What follows belongs to an exercise in optimizing a design on an open flow for small area, a short achievable clock period and few clock cycles per item; a production flow would make more cautious choices. Power figures rest on the tool's default switching activity, not on a simulated workload.

==> flow/design.v <==
package wsm_pkg;
   localparam int CHAR_W = 8;
   localparam int CMD_W  = 2;
   localparam logic [CMD_W-1:0] CMD_CLEAR  = 2'd0;
   localparam logic [CMD_W-1:0] CMD_APPEND = 2'd1;
   localparam logic [CMD_W-1:0] CMD_TEXT   = 2'd2;
   localparam logic [CMD_W-1:0] CMD_FINISH = 2'd3;
   localparam logic [CHAR_W-1:0] WILD_ONE = 8'h3F;
   localparam logic [CHAR_W-1:0] WILD_RUN = 8'h2A;
   typedef struct packed {
      logic              valid;
      logic [CHAR_W-1:0] text;
      logic              left_new;
      logic              left_old;
   } wave_type;
endpackage
module wsm_cell (
   input  logic                       clock,
   input  logic                       wr_en,
   input  logic [wsm_pkg::CHAR_W-1:0] wr_char,
   input  logic [wsm_pkg::CHAR_W-1:0] text,
   output logic                       diag,
   output logic                       star
);
   logic [wsm_pkg::CHAR_W-1:0] pat_ff;
   always_ff @(posedge clock) begin
      if (wr_en) begin
         pat_ff <= wr_char;
      end
   end
   assign diag = (pat_ff == text) || (pat_ff == wsm_pkg::WILD_ONE);
   assign star = (pat_ff == wsm_pkg::WILD_RUN);
endmodule
module wildcard_string_matcher_core #(
   parameter int MAX_PATTERN = 64
) (
   input  logic        clock,
   input  logic        reset,
   input  logic        req_tvalid,
   output logic        req_tready,
   input  logic [7:0]  req_tdata,    
   input  logic [1:0]  req_tuser,    
   output logic        rsp_tvalid,
   input  logic        rsp_tready,
   output logic [7:0]  rsp_tdata     
);
   localparam int N     = MAX_PATTERN;
   localparam int LEN_W = $clog2(N + 1);
   localparam int LVL   = $clog2(N);
   localparam int QD    = 4;              
   localparam int CNT_W = $clog2(QD + 1);
   logic             rdy_ff;
   logic             accept;
   logic             acc_clr, acc_app, acc_txt, acc_fin;
   logic [LEN_W-1:0] len_ff;
   logic             seen_ff;       
   logic             ovf_ff;
   logic             run0_ff;       
   logic             full;
   logic             do_app;
   logic             text_star;
   logic [N:1]       wsel;
   assign req_tready = rdy_ff;
   assign accept     = req_tvalid && rdy_ff;
   assign acc_clr    = accept && (req_tuser == wsm_pkg::CMD_CLEAR);
   assign acc_app    = accept && (req_tuser == wsm_pkg::CMD_APPEND);
   assign acc_txt    = accept && (req_tuser == wsm_pkg::CMD_TEXT);
   assign acc_fin    = accept && (req_tuser == wsm_pkg::CMD_FINISH);
   assign full       = (len_ff == LEN_W'(N));
   assign do_app     = acc_app && !seen_ff && !full;
   assign text_star  = (req_tdata == wsm_pkg::WILD_RUN);
   logic [N:1] diag_in, star;
   logic [N:1] diag_ff, run;
   logic       txt_ff, fin_ff, first_ff;
   logic [N:1] m_ff;
   genvar j;
   generate
      for (j = 1; j <= N; j++) begin : g_cell
         assign wsel[j] = (len_ff == LEN_W'(j - 1));
         wsm_cell u_cell (
            .clock     (clock),
            .wr_en     (do_app && wsel[j]),
            .wr_char   (req_tdata),
            .text      (req_tdata),
            .diag      (diag_in[j]),
            .star      (star[j])
         );
      end
   endgenerate
   always_ff @(posedge clock) begin
      diag_ff  <= diag_in;
      run      <= star & {N{!text_star}};
      first_ff <= !seen_ff;
      if (reset) begin
         txt_ff <= 1'b0;
         fin_ff <= 1'b0;
      end else begin
         txt_ff <= acc_txt;
         fin_ff <= acc_fin;
      end
   end
   always_ff @(posedge clock) begin
      if (reset) begin
         len_ff  <= '0;
         seen_ff <= 1'b0;
         ovf_ff  <= 1'b0;
         run0_ff <= 1'b1;
      end else if (acc_clr) begin
         len_ff  <= '0;
         seen_ff <= 1'b0;
         ovf_ff  <= 1'b0;
         run0_ff <= 1'b1;
      end else if (acc_app) begin
         if (!seen_ff) begin
            if (full) begin
               ovf_ff <= 1'b1;
            end else begin
               len_ff  <= len_ff + LEN_W'(1);
               run0_ff <= run0_ff && text_star;
            end
         end
      end else if (acc_txt) begin
         seen_ff <= 1'b1;
      end
   end
   logic [N:0] old_row;
   logic [N:1] new_row;
   assign old_row = {m_ff, first_ff};
   always_comb begin
      logic [N-1:0] gg, pp;
      for (int k = 0; k < N; k++) begin
         gg[k] = (diag_ff[k+1] && old_row[k]) || (run[k+1] && old_row[k+1]);
         pp[k] = run[k+1];
      end
      for (int l = 0; l < LVL; l++) begin
         for (int k = 0; k < N; k++) begin
            if (k & (1 << l)) begin
               gg[k] = gg[k] || (pp[k] && gg[((k >> l) << l) - 1]);
               pp[k] = pp[k] && pp[((k >> l) << l) - 1];
            end
         end
      end
      new_row = gg;
   end
   always_ff @(posedge clock) begin
      for (int k = 1; k <= N; k++) begin
         if (txt_ff) begin
            m_ff[k] <= new_row[k];
         end else if (do_app && wsel[k]) begin
            m_ff[k] <= run0_ff && text_star;
         end
      end
   end
   logic             rv_ff;
   logic [LEN_W-1:0] rlen_ff;
   logic             rm0_ff;
   logic             rovf_ff;
   logic [N:0]       row_sel;
   logic             r_match;
   always_ff @(posedge clock) begin
      rlen_ff <= len_ff;
      rm0_ff  <= fin_ff && !seen_ff;
      rovf_ff <= ovf_ff;
      if (reset) begin
         rv_ff <= 1'b0;
      end else begin
         rv_ff <= txt_ff || fin_ff;
      end
   end
   always_comb begin
      for (int k = 0; k <= N; k++) begin
         row_sel[k] = (rlen_ff == LEN_W'(k));
      end
   end
   assign r_match = |(row_sel & {m_ff, rm0_ff});
   logic [QD-1:0] qv_ff;
   logic [1:0]    qd_ff [QD];
   logic [CNT_W-1:0] cnt_ff;
   logic          pop;
   assign pop = qv_ff[0] && rsp_tready;
   always_ff @(posedge clock) begin
      logic [QD:0] nv;
      logic [1:0]  nd [QD+1];
      for (int k = 0; k < QD; k++) begin
         nv[k] = qv_ff[k];
         nd[k] = qd_ff[k];
      end
      nv[QD] = 1'b0;
      nd[QD] = 2'b00;
      if (pop) begin
         for (int k = 0; k < QD; k++) begin
            nv[k] = nv[k+1];
            nd[k] = nd[k+1];
         end
      end
      for (int k = QD - 1; k >= 0; k--) begin
         if (rv_ff && !nv[k] && (k == 0 || nv[k-1])) begin
            nv[k] = 1'b1;
            nd[k] = {rovf_ff, r_match};
         end
      end
      for (int k = 0; k < QD; k++) begin
         qd_ff[k] <= nd[k];
      end
      if (reset) begin
         qv_ff <= '0;
      end else begin
         qv_ff <= nv[QD-1:0];
      end
   end
   always_ff @(posedge clock) begin
      logic [CNT_W-1:0] c;
      c = cnt_ff + CNT_W'(acc_txt || acc_fin) - CNT_W'(pop);
      if (reset) begin
         cnt_ff <= '0;
         rdy_ff <= 1'b1;
      end else begin
         cnt_ff <= c;
         rdy_ff <= (c < CNT_W'(QD));
      end
   end
   assign rsp_tvalid = qv_ff[0];
   assign rsp_tdata  = {6'b0, qd_ff[0]};
endmodule
clock: 5.0 ns
lec_check: 0
cap_margin: 20
core_margin: 2
core_utilization: 65
setup_slack_margin: 2.5
slew_margin: 20
run.sh (not shown) runs the stock make flow with config.mk's settings and CLKGATE_MAP_FILE= SYNTH_SCRIPT=/design/flow/synth_recipe.tcl, a recipe that flattens the netlist after the stock synthesis.
Edit:
--- a/flow/design.v
+++ b/flow/design.v
@@ -56,5 +56,4 @@
    logic             seen_ff;       
    logic             ovf_ff;
-   logic             run0_ff;       
    logic             full;
    logic             do_app;
@@ -71,5 +70,6 @@
    assign text_star  = (req_tdata == wsm_pkg::WILD_RUN);
    logic [N:1] diag_in, star;
-   logic [N:1] diag_ff, run;
+   logic [N:1] diag_nx, hold_nx;
+   logic [N:1] diag_ff, hold_ff;
    logic       txt_ff, fin_ff, first_ff;
    logic [N:1] m_ff;
@@ -86,9 +86,11 @@
             .star      (star[j])
          );
+         assign diag_nx[j] = acc_txt ? diag_in[j] : (do_app && wsel[j] && text_star);
+         assign hold_nx[j] = acc_txt ? (star[j] && !text_star) : !(do_app && wsel[j]);
       end
    endgenerate
    always_ff @(posedge clock) begin
-      diag_ff  <= diag_in;
-      run      <= star & {N{!text_star}};
+      diag_ff  <= diag_nx;
+      hold_ff  <= hold_nx;
       first_ff <= !seen_ff;
       if (reset) begin
@@ -105,10 +107,8 @@
          seen_ff <= 1'b0;
          ovf_ff  <= 1'b0;
-         run0_ff <= 1'b1;
       end else if (acc_clr) begin
          len_ff  <= '0;
          seen_ff <= 1'b0;
          ovf_ff  <= 1'b0;
-         run0_ff <= 1'b1;
       end else if (acc_app) begin
          if (!seen_ff) begin
@@ -116,6 +116,5 @@
                ovf_ff <= 1'b1;
             end else begin
-               len_ff  <= len_ff + LEN_W'(1);
-               run0_ff <= run0_ff && text_star;
+               len_ff <= len_ff + LEN_W'(1);
             end
          end
@@ -130,6 +129,6 @@
       logic [N-1:0] gg, pp;
       for (int k = 0; k < N; k++) begin
-         gg[k] = (diag_ff[k+1] && old_row[k]) || (run[k+1] && old_row[k+1]);
-         pp[k] = run[k+1];
+         gg[k] = (diag_ff[k+1] && old_row[k]) || (hold_ff[k+1] && old_row[k+1]);
+         pp[k] = hold_ff[k+1] && txt_ff;
       end
       for (int l = 0; l < LVL; l++) begin
@@ -144,11 +143,5 @@
    end
    always_ff @(posedge clock) begin
-      for (int k = 1; k <= N; k++) begin
-         if (txt_ff) begin
-            m_ff[k] <= new_row[k];
-         end else if (do_app && wsel[k]) begin
-            m_ff[k] <= run0_ff && text_star;
-         end
-      end
+      m_ff <= new_row;
    end
    logic             rv_ff;
Result: First-iteration DRC count goes up by 24%. Final area climbs by 0.35%. Critical path depth rises by 3. Non-clock buffer count is unchanged. Power came out higher by 3.3%. Wire length rises by 4.9%. Final cell count is higher by 1.7%. Synthesized cell count climbs by 2.2%. Synthesized area shrinks by 0.60%. Sequential share of layout area falls by 1.9 points. Via count rose by 3.8%. Setup slack is better by 0.078 ns.
No functional check of the RTL was part of any run of this note.

static timing again, ports no longer ideal:
In the flow no input, the clock included, has a driving cell. The finished layouts below were timed again as built, in two steps.
Step 1, drivers: a clkbuf_16 drives clock and a buf_2 each remaining input, both assumed.
Step 2 adds t to the input delays and takes it off the output delays; t is the mean of the earliest and latest rising clock arrival at the registers after step 1. Input paths then give back, and output paths get back, about the clock's delay inside the block.
Three values: ideal, step 1, step 2; two values: the first two.
| run | t (ns) | setup slack, ns | hold WS [ns] | worst setup path after step 2 |
|---|---|---|---|---|
| the first run | 0.684 | 2.274 / 2.274 / 1.896 | 0.365 / 0.365 / 0.365 | input to register |
| the second run | 0.671 | 2.353 / 2.353 / 1.866 | 0.408 / 0.408 / 0.408 | input to register |
After both steps setup and hold are still met in every run listed. For the second run, which loses most, drivers alone change the setup slack by 0.000 ns; drivers and shift together by -0.487 ns.
